Context: an optimization exercise on an open-source flow, tuned for small area, a short achievable clock period and few clock cycles per item. The choices shown serve that exercise and are no tape-out recipe.
In this exercise RTL edits were held to simulation tests only and were not proved equivalent to the original.
No activity file was given, so power comes from the tool's default toggle rates.

==> design.v <==
`timescale 1ns/1ps
`default_nettype none
package cube_pkg;
    localparam int color_w         = 3;
    localparam int sticker_count   = 54;
    localparam int face_count      = 6;
    localparam int cycles_per_face = 5;
    localparam int cycle_len       = 4;
    typedef logic [color_w-1:0] color_t;
    typedef logic [sticker_count*color_w-1:0] cube_state_t;
    typedef logic [5:0] sticker_idx_t;
    localparam logic [face_count*cycles_per_face*cycle_len*6-1:0] face_cycles = {
        6'd47, 6'd46, 6'd45, 6'd44, 6'd21, 6'd22, 6'd23, 6'd20, 6'd28, 6'd41,
        6'd38, 6'd33, 6'd5, 6'd16, 6'd15, 6'd10, 6'd4, 6'd19, 6'd14, 6'd9,
        6'd43, 6'd42, 6'd41, 6'd40, 6'd19, 6'd16, 6'd17, 6'd18, 6'd39, 6'd44,
        6'd31, 6'd24, 6'd15, 6'd21, 6'd7, 6'd3, 6'd12, 6'd22, 6'd4, 6'd0,
        6'd29, 6'd30, 6'd31, 6'd28, 6'd5, 6'd6, 6'd7, 6'd4, 6'd40, 6'd45,
        6'd34, 6'd25, 6'd17, 6'd21, 6'd9, 6'd1, 6'd16, 6'd20, 6'd8, 6'd0,
        6'd33, 6'd32, 6'd35, 6'd34, 6'd9, 6'd10, 6'd11, 6'd8, 6'd46, 6'd37,
        6'd26, 6'd29, 6'd6, 6'd20, 6'd14, 6'd2, 6'd5, 6'd23, 6'd13, 6'd1,
        6'd25, 6'd26, 6'd27, 6'd24, 6'd1, 6'd2, 6'd3, 6'd0, 6'd36, 6'd43,
        6'd30, 6'd35, 6'd12, 6'd17, 6'd6, 6'd11, 6'd13, 6'd18, 6'd7, 6'd8,
        6'd38, 6'd39, 6'd36, 6'd37, 6'd14, 6'd15, 6'd12, 6'd13, 6'd47, 6'd42,
        6'd27, 6'd32, 6'd23, 6'd19, 6'd3, 6'd11, 6'd22, 6'd18, 6'd2, 6'd10
    };
endpackage
`default_nettype wire
`timescale 1ns/1ps
`default_nettype none
package move_pkg;
    localparam int move_w     = 4;
    localparam int move_count = 50;
    typedef enum logic [move_w-1:0] {
        mv_nop = 4'd0,
        mv_r   = 4'd2,
        mv_ri,
        mv_u,
        mv_ui,
        mv_f,
        mv_fi,
        mv_l,
        mv_li,
        mv_b,
        mv_bi,
        mv_d,
        mv_di
    } move_t;
    typedef logic [move_count*move_w-1:0] move_list_t;
    typedef enum logic [1:0] {
        seq_idle,
        seq_moving,
        seq_done
    } seq_state_t;
endpackage
`default_nettype wire
`timescale 1ns/1ps
`default_nettype none
module move_sequencer (
    input  logic                 clock,
    input  logic                 rst,
    input  logic                 new_moves_ready,
    input  move_pkg::move_list_t moves_input,
    output logic                 load,
    output logic                 turn_en,
    output logic                 finish,
    output move_pkg::move_t      cur_move
);
    move_pkg::seq_state_t state;
    logic [5:0] move_idx;
    move_pkg::move_list_t moves_q;
    logic       last_move;
    assign load    = (state == move_pkg::seq_idle) && new_moves_ready;
    assign turn_en = (state == move_pkg::seq_moving);
    assign finish  = (state == move_pkg::seq_done);
    assign cur_move  = move_pkg::move_t'(moves_q[move_pkg::move_count*move_pkg::move_w-1 -: move_pkg::move_w]);
    assign last_move = (move_idx == 6'(move_pkg::move_count - 1));
    always_ff @(posedge clock) begin
        if (rst) begin
            state    <= move_pkg::seq_idle;
            move_idx <= '0;
        end else begin
            case (state)
                move_pkg::seq_idle: begin
                    move_idx <= '0;
                    if (new_moves_ready) begin
                        state <= move_pkg::seq_moving;
                    end
                end
                move_pkg::seq_moving: begin
                    move_idx <= move_idx + 6'd1;
                    if (last_move) begin
                        state <= move_pkg::seq_done;
                    end
                end
                move_pkg::seq_done: begin
                    state <= move_pkg::seq_idle;
                end
                default: begin
                    state <= move_pkg::seq_idle;
                end
            endcase
        end
    end
    always_ff @(posedge clock) begin
        if (load) begin
            moves_q <= moves_input;
        end else if (turn_en) begin
            moves_q <= moves_q << move_pkg::move_w;
        end
    end
endmodule
`default_nettype wire
`timescale 1ns/1ps
`default_nettype none
module cube_turner (
    input  logic                  clock,
    input  logic                  rst,
    input  logic                  load,
    input  logic                  turn_en,
    input  logic                  finish,
    input  move_pkg::move_t       cur_move,
    input  cube_pkg::cube_state_t cubestate_input,
    output cube_pkg::cube_state_t cubestate_updated,
    output logic                  state_updated
);
    cube_pkg::cube_state_t cube_q;
    cube_pkg::cube_state_t cube_turned;
    localparam int ring_n = cube_pkg::cycles_per_face*cube_pkg::cycle_len;
    localparam int cw     = cube_pkg::color_w;
    logic [3:0] code;
    logic [2:0] face;
    logic       valid;
    logic       inverse;
    assign code    = 4'(cur_move);
    assign valid   = (code >= 4'(move_pkg::mv_r)) && (code <= 4'(move_pkg::mv_di));
    assign face    = 3'((code - 4'd2) >> 1);
    assign inverse = code[0];
    always_comb begin
        cube_turned = cube_q;
        for (int f = 0; f < cube_pkg::face_count; f++) begin
            if (valid && face == 3'(f)) begin
                for (int c = 0; c < cube_pkg::cycles_per_face; c++) begin
                    for (int k = 0; k < cube_pkg::cycle_len; k++) begin
                        if (inverse) begin
                            cube_turned[cube_pkg::face_cycles[(f*ring_n + c*cube_pkg::cycle_len + k)*6 +: 6]*cw +: cw] =
                                cube_q[cube_pkg::face_cycles[(f*ring_n + c*cube_pkg::cycle_len + (k + 1) % cube_pkg::cycle_len)*6 +: 6]*cw +: cw];
                        end else begin
                            cube_turned[cube_pkg::face_cycles[(f*ring_n + c*cube_pkg::cycle_len + (k + 1) % cube_pkg::cycle_len)*6 +: 6]*cw +: cw] =
                                cube_q[cube_pkg::face_cycles[(f*ring_n + c*cube_pkg::cycle_len + k)*6 +: 6]*cw +: cw];
                        end
                    end
                end
            end
        end
    end
    always_ff @(posedge clock) begin
        if (load) begin
            cube_q <= cubestate_input;
        end else if (turn_en) begin
            cube_q <= cube_turned;
        end
    end
    always_ff @(posedge clock) begin
        if (rst) begin
            cubestate_updated <= '0;
            state_updated     <= 1'b0;
        end else begin
            state_updated <= finish;
            if (finish) begin
                cubestate_updated <= cube_q;
            end
        end
    end
endmodule
`default_nettype wire
`timescale 1ns/1ps
`default_nettype none
module cube_move_engine (
    input  logic                  clock,
    input  logic                  rst,
    input  move_pkg::move_list_t  moves_input,
    input  logic                  new_moves_ready,
    input  cube_pkg::cube_state_t cubestate_input,
    output cube_pkg::cube_state_t cubestate_updated,
    output logic                  state_updated
);
    logic  load;
    logic  turn_en;
    logic  finish;
    move_pkg::move_t cur_move;
    move_sequencer u_sequencer (
        .clock           (clock),
        .rst             (rst),
        .new_moves_ready (new_moves_ready),
        .moves_input     (moves_input),
        .load            (load),
        .turn_en         (turn_en),
        .finish          (finish),
        .cur_move        (cur_move)
    );
    cube_turner u_turner (
        .clock             (clock),
        .rst               (rst),
        .load              (load),
        .turn_en           (turn_en),
        .finish            (finish),
        .cur_move          (cur_move),
        .cubestate_input   (cubestate_input),
        .cubestate_updated (cubestate_updated),
        .state_updated     (state_updated)
    );
endmodule
`default_nettype wire
==> run.sh <==
#!/bin/bash
# synth_recipe.tcl (not shown) runs the flow's synth.tcl, then flattens the netlist and writes it again
# the make line also repeats each setting of config.mk as NAME=value (left out here)
make -C /OpenROAD-flow-scripts/flow DESIGN_CONFIG=/design/flow/config.mk WORK_HOME=/design/flow/orfs CLKGATE_MAP_FILE= SYNTH_SCRIPT=/design/flow/synth_recipe.tcl finish
==> config.mk <==
export PLATFORM = sky130hd
export DESIGN_NAME = cube_move_engine
export DESIGN_NICKNAME = cube_move_engine
export VERILOG_FILES = /design/flow/design.v
export SDC_FILE = /design/flow/constraint.sdc
export NUM_CORES = 4
export LEC_CHECK = 0
export CAP_MARGIN = 20
export CORE_MARGIN = 2
export CORE_UTILIZATION = 40
export SLEW_MARGIN = 20
==> constraint.sdc <==
create_clock -name core_clock -period 5.0 [get_ports {clock}]
set_input_delay 1.0000 -clock core_clock [delete_from_list [all_inputs] [get_ports {clock}]]
set_output_delay 1.0000 -clock core_clock [all_outputs]
set_load 0.01 [all_outputs]
==> run summary <==
outcome=timing/DRC/antenna clean; Via Count=23,600; count of pins over their slew limit=0; post-synthesis sequential area ratio=54.0%; post-cts repair resize count=0; M1 WL=about 39 mm; Slew @ Worst Pin=1.10 ns; fill count=6,024; DR WL met2=45.6 mm; Tot Pwr=12,900 µW; Yosys cell types=64; initial antenna violation count=18; CP Launch Type=flop; skew final=0.0232 ns; Mapped Area=0.0265 mm²; DRT Pass-1 Iters=8; Max Cap Viol=0; Fin. Hold Viols=0; wire per inst=23.6 µm; vias in the first global route=22,700; Die X=261 µm; num rows=94; FF+latch count, synth=around 530; Post-CTS Setup Inserts=0; max layer used=met5; worst-skew pair later-pin latency=0.63 ns; Yosys Warn Count=2; Sequential Area=0.0143 mm²; clock sink count=533; fin crit period=between 3 and 4 ns; die height=261 µm; final WL=98.9 mm; TNS Setup=0 ns; syn nets=3,243; Hold-fix buffers, CTS=0; CTS tree=yes; leak pwr=0.0130 µW; CP Capture Type=flop; Final nets=3,628; Overflow after GRT=0; worst vdd ir=0.279 mV; data arrival time of the worst path=4.02 ns; core footprint=0.0656 mm²; CTS Root Cell=clkbuf_16; top-level I/O count=about 530; layout cells sized above 1=6.83%; Met3 Wirelength=around 11 mm; cells after synthesis=2,875; first-pass GRT wire length=144 mm; Most used DFF post-synth=edfxtp_1; Hold WC Path Type=reg -> reg; fmax=274 MHz; Area growth syn-to-layout=29.1%; antenna-violating nets left=0; pwr dens=377 mW/mm²; PortBufs=527; unrepaired setup endpoints after global routing=no; WP data required=around 5.4 ns; final setup violation count=0; drt drc=0; post-DP HPWL=68.2 mm; H-tree depth=2; crit-path max FO=38; Crit Path Class=reg -> reg; GP Congestion=0.957; clock slew at reported path FFs=0.06 ns; fin crit share=73.1%; Syn Area/Cell=9.21 µm²; relative slew slack=roughly a quarter; Vias/cell=5.65; multi-input logic area=around 0.011 mm²; Initial Util=about two fifths; number of synthesized flops with an enable pin=362; Clock Path Buffers=3; pin count of the biggest net entering global routing=255; die area=around 0.068 mm²; asr flop ratio synth=0%; total CTS buffers=59; Initial DRC Count=2,500; Global Route Usage Sum=28.0%
==> logic make-up after synthesis <==
group           count (synthesis)  synth area share (%)
buf+inv                       245                  4.40
flops                         533                  54.0
compound gates                455                  10.9
fa+ha+maj                       3                 0.142
mux                           137                  8.14
xor+xnor                        5                 0.165
simple gates                 1497                  22.3
==> cell type report <==
type / count / area share (%)
clock inverters: 19 / 0.443
inverters: 8 / 0.121
clock buffers: 93 / 5.43
multi-input cells: 2097 / 32.4
well taps: 864 / 3.16
diodes: 10 / 0.0732
repair buffers: 561 / 16.5
flip-flops and latches: 533 / 41.8
==> where the power goes <==
| part | internal (µW) | switching (µW) | total (µW) |
|---|---|---|---|
| Clock | 2610 | 1850 | 4460 |
| Combinational | 1070 | 1250 | 2320 |
| Sequential | 5350 | 745 | 6090 |
==> stage by stage <==
| step | hold slack (ns) | utilization, % | std cells | area, µm² | setup slack (ns) |
|---|---|---|---|---|---|
| final | 0.453 | 52.1 | 4185 | 34200 | 1.35 |
| after global placement | 0.441 | 48.9 | 4062 | 32100 | 1.03 |
| after CTS | 0.454 | 52.0 | 4174 | 34100 | 1.39 |
| after global routing | 0.472 | 52.1 | 4180 | 34200 | 1.10 |
| after floorplan | 0.466 | - | 2875 | 26500 | -0.000286 |
| after detailed placement | 0.447 | 48.9 | 4062 | 32100 | 0.986 |
==> cells in the final DEF (no fill, tap or decap), types with 24 or more instances in the layout <==
cell type	n
and2_1	24
nand2_1	1130
a211o_1	31
edfxtp_1	362
clkdlybuf4s50_1	526
a211oi_1	27
a21oi_1	227
mux4_2	60
buf_4	26
nor3_1	25
dfxtp_1	171
o21ai_0	27
a31oi_1	33
clkbuf_16	68
mux2i_1	59
nor2_1	245
==> final timing paths <==
check,startpoint,to,slack [ns],cells past startpoint
max,u_sequencer.moves_q[198],u_turner.cube_q[17],1.35,8
min,u_turner.cubestate_updated[148],u_turner.cubestate_updated[148],0.45,2
max reg2reg,u_sequencer.moves_q[198],u_turner.cube_q[17],1.35,8
min reg2reg,u_turner.cubestate_updated[148],u_turner.cubestate_updated[148],0.45,2
==> per-layer routing <==
metal,global-route usage (%),vias to the layer above
li1,-,10700
met1,36.7,11400
met2,44.1,1302
met3,7.52,225
met4,11.3,22
met5,0,-
==> synth_stat cells, types with 25 or more instances <==
cell type | count | area [µm²]
a211oi_1 | 27 | 203
clkbuf_1 | 95 | 357
edfxtp_1 | 362 | 10900
nor2_1 | 246 | 923
a21oi_1 | 227 | 1140
mux2i_1 | 59 | 591
o21ai_0 | 29 | 145
a211o_1 | 31 | 272
dfxtp_1 | 171 | 3420
nand2_1 | 1130 | 4240
buf_2 | 99 | 495
nor3_1 | 25 | 125
a31oi_1 | 33 | 206
mux4_2 | 60 | 1350
==> state kept, by name, indices dropped and copies added, names as in the netlist <==
signal and flops:
u_turner.cubestate_updated 162, u_turner.state_updated 1, u_sequencer.state 2, u_turner.cube_q 162, u_sequencer.move_idx 6, u_sequencer.moves_q 200
==> worst max-delay path: stages (launching register included) <==
cell      delay (ns)
edfxtp_1        0.63
nor2_1          0.22
ha_1            0.44
o31a_1          0.49
nand2_2         0.61
buf_4           0.48
nand2_1         0.10
nand4_1         0.10
a32o_1          0.32
Testbench counts, summed over its fixed seeds: cycles 16,640, items 320.

separate check: timing with driven ports:
In the flow no input, the clock included, has a driving cell. The finished layout below was timed again as built, in two steps. Step 1 assumes that a clkbuf_16 drives the clock port and a buf_2 every other input. Step 2 adds t to the input delays and takes it off the output delays; t is the mean of the earliest and latest rising clock arrival at the registers after step 1. Input paths then give back, and output paths get back, about the clock's delay inside the block. Slacks: ideal / step 1 / step 2; pairs: ideal / step 1.
t, ns: 0.684
slack for setup (ns): 1.346 / 1.346 / 1.229
worst data-port slew with drivers (ns): 0.14
After both steps this run still meets setup and hold. For this run, drivers alone change the setup slack by 0.000 ns; drivers and shift together by -0.117 ns.
